What follows belongs to an exercise in optimizing a design on an open flow for small area and a short achievable clock period; a production flow would make more cautious choices. RTL that was checked went through simulation tests only; none was proved equivalent to the original. Power figures rest on the tool's default switching activity, not on a simulated workload.

==> flow/design.v (excerpt) <==
module ahb_timer #(
  parameter  int TIMERS      = 3,
  localparam int TIMER_IDX_W = (TIMERS > 1) ? $clog2(TIMERS) : 1
)
(
  input  logic                        HCLK,
  input  logic                        HRESETn,
  input  logic                        HSEL,
  input  logic [ahb_pkg::HADDR_W-1:0] HADDR,
  input  logic [ahb_pkg::HDATA_W-1:0] HWDATA,
  output logic [ahb_pkg::HDATA_W-1:0] HRDATA,
  input  logic                        HWRITE,
  input  logic [2:0]                  HSIZE,
  input  logic [2:0]                  HBURST,
  input  logic [3:0]                  HPROT,
  input  logic [1:0]                  HTRANS,
  output logic                        HREADYOUT,
  input  logic                        HREADY,
  output logic                        HRESP,
  output logic                        tint
);
export LEC_CHECK = 0
export CAP_MARGIN = 20
export CORE_MARGIN = 2
export CORE_UTILIZATION = 50
export CTS_BUF_LIST = sky130_fd_sc_hd__clkbuf_16
export CTS_CLUSTER_DIAMETER = 60
export CTS_CLUSTER_SIZE = 30
export SLEW_MARGIN = 20
export SYNTH_HIERARCHICAL = 1
create_clock -name core_clock -period 8.0 [get_ports {HCLK}]
standard.sh (not shown) runs the stock make flow with config.mk's settings and CLKGATE_MAP_FILE= SYNTH_SCRIPT=/design/flow/synth_recipe.tcl, a recipe that flattens the netlist after the stock synthesis.
==> flow/flow/run.sh <==
#!/bin/bash
# Standard layout, but with a plain buffer on every port instead of the
# delay cell that buffer_ports picks on its own
set -euo pipefail
export BUFFER_PORTS_ARGS="-buffer_cell sky130_fd_sc_hd__buf_2"
# Timing repair aims past the 8 ns constraint
export SETUP_SLACK_MARGIN=5.5
# Clock tree without the dummy loads CTS adds for balance
export CTS_ARGS="-sink_clustering_enable -repair_clock_nets -sink_clustering_size 30 -sink_clustering_max_diameter 60 -buf_list sky130_fd_sc_hd__clkbuf_16 -dont_use_dummy_load"
bash standard.sh > standard.log 2>&1
==> next run, changes <==
--- a/flow/design.v
+++ b/flow/design.v
@@ -37,41 +37,32 @@
     RD_CMP_HI   = 3'd6,
     RD_ZERO     = 3'd7
   } rd_sel_t;
 endpackage
 `timescale 1ns/1ns
 module timer_bus_decode
 (
-  input  logic [12:0] bits,
-  output logic        zero
+  input  logic [31:6] addr_hi,
+  input  logic        live,
+  output logic        hi_zero,
+  output logic        rd_ok
 );
-  assign zero = ~|bits;
+  assign hi_zero = ~|addr_hi;
+  assign rd_ok   = live && hi_zero;
 endmodule
 `timescale 1ns/1ns
 module timer_compare
 (
   input  logic [63:0] time_val,
   input  logic [63:0] cmp_val,
   output logic        eq
 );
   assign eq = (time_val == cmp_val);
 endmodule
 `timescale 1ns/1ns
-module timer_read_mux
-(
-  input  logic [3:0]  word,
-  output logic [11:0] sel
-);
-  always_comb
-  begin
-    for (int k = 0; k < 12; k++)
-      sel[k] = (word == 4'(k));
-  end
-endmodule
-`timescale 1ns/1ns
 module ahb_timer #(
   parameter  int TIMERS      = 3,
   localparam int TIMER_IDX_W = (TIMERS > 1) ? $clog2(TIMERS) : 1
 )
 (
   input  logic                        HCLK,
   input  logic                        HRESETn,
@@ -99,30 +90,26 @@
       live <= 1'b0;
     else
       live <= 1'b1;
   end
   logic          hi_zero;
   logic [3:0]    rd_ok;
   logic [3:0]    word;
+  logic [NW-1:0] asel;
   logic          wr_xfer;
   logic [3:0]    be;
-  logic [3:0] zlo;
-  logic [3:0] zhi;
-  for (genvar b = 0; b < 4; b++)
-  begin : g_hi
-    timer_bus_decode u_lo (.bits(HADDR[18:6]),  .zero(zlo[b]));
-    timer_bus_decode u_hi (.bits(HADDR[31:19]), .zero(zhi[b]));
-    assign rd_ok[b] = live && zlo[b] && zhi[b];
-  end
-  assign hi_zero = zlo[0] && zhi[0];
+  timer_bus_decode u_hi0 (.addr_hi(HADDR[31:6]), .live, .hi_zero,           .rd_ok(rd_ok[0]));
+  timer_bus_decode u_hi1 (.addr_hi(HADDR[31:6]), .live, .hi_zero(),         .rd_ok(rd_ok[1]));
+  timer_bus_decode u_hi2 (.addr_hi(HADDR[31:6]), .live, .hi_zero(),         .rd_ok(rd_ok[2]));
+  timer_bus_decode u_hi3 (.addr_hi(HADDR[31:6]), .live, .hi_zero(),         .rd_ok(rd_ok[3]));
   assign word = HADDR[5:2];
-  logic [3:0][NW-1:0] bsel;
-  for (genvar b = 0; b < 4; b++)
-  begin : g_sel
-    timer_read_mux u_sel (.word, .sel(bsel[b]));
+  always_comb
+  begin
+    for (int k = 0; k < NW; k++)
+      asel[k] = (word == 4'(k));
   end
   assign wr_xfer = HSEL && HREADY && HWRITE && HTRANS[1];
   always_comb
   begin
     case (HSIZE)
       3'd0:    be = 4'b0001 << HADDR[1:0];
       3'd1:    be = 4'b0011 << HADDR[1:0];
@@ -302,17 +289,16 @@
     rwords[6]  = cmp_vals[0][31:0];
     rwords[7]  = cmp_vals[0][63:32];
     rwords[8]  = cmp_vals[1][31:0];
     rwords[9]  = cmp_vals[1][63:32];
     rwords[10] = cmp_vals[2][31:0];
     rwords[11] = cmp_vals[2][63:32];
     rmux = '0;
-    for (int b = 0; b < 4; b++)
-      for (int k = 0; k < NW; k++)
-        rmux[b*8 +: 8] = rmux[b*8 +: 8] | (rwords[k][b*8 +: 8] & {8{bsel[b][k]}});
+    for (int k = 0; k < NW; k++)
+      rmux = rmux | (rwords[k] & {32{asel[k]}});
   end
   always_ff @(posedge HCLK)
   begin
     for (int b = 0; b < 4; b++)
       HRDATA[b*8 +: 8] <= rmux[b*8 +: 8] & {8{rd_ok[b]}};
   end
 endmodule
After rerunning:
- final cell count is lower by 1.3%
- core utilization climbs by 0.62 points
- hold slack is worse by 0.019 ns
- power shrinks by 1.7%
- register-to-register slack improves by 0.19 ns
- synthesized cell count drops by 2.2%
- final area decreases by about 2.4%
- via count drops by 4.2%
- die area shrinks by 3.4%
- worst setup slack improved by 0.058 ns
- global-route usage came out lower by 0.34 points
- synthesized area drops by about 3.5%
- sequential power hardly moves
Function not checked in the first run of this note: the RTL went through the layout flow alone.

port drivers added, routing unchanged:
The flow's constraints put no driver on any port. The routed layouts listed below were extracted and timed again, unchanged, in two steps.
Step 1, drivers: a clkbuf_16 drives HCLK and a buf_2 each remaining input, both assumed.
Step 2 adds t to the input delays and takes it off the output delays; t is the mean of the earliest and latest rising clock arrival at the registers after step 1. Input paths then give back, and output paths get back, about the clock's delay inside the block.
Three values: no drivers, after step 1, after step 2; two values: the first two.
run | shift t [ns] | slack for setup (ns) | clock arrival spread, ns | slew at the worst register clock pin (ns) | worst slew at a driven data input, ns
the first run | 0.651 | 5.246 / 5.246 / 4.869 | 0.039 / 0.039 | 0.09 / 0.09 | 0.07
the second run | 0.623 | 5.304 / 5.289 / 4.696 | 0.047 / 0.047 | 0.09 / 0.09 | 0.05
After both steps setup and hold are still met in every run listed. The setup slack of the second run, which loses most, moves by -0.015 ns with the drivers and by -0.608 ns with both steps.
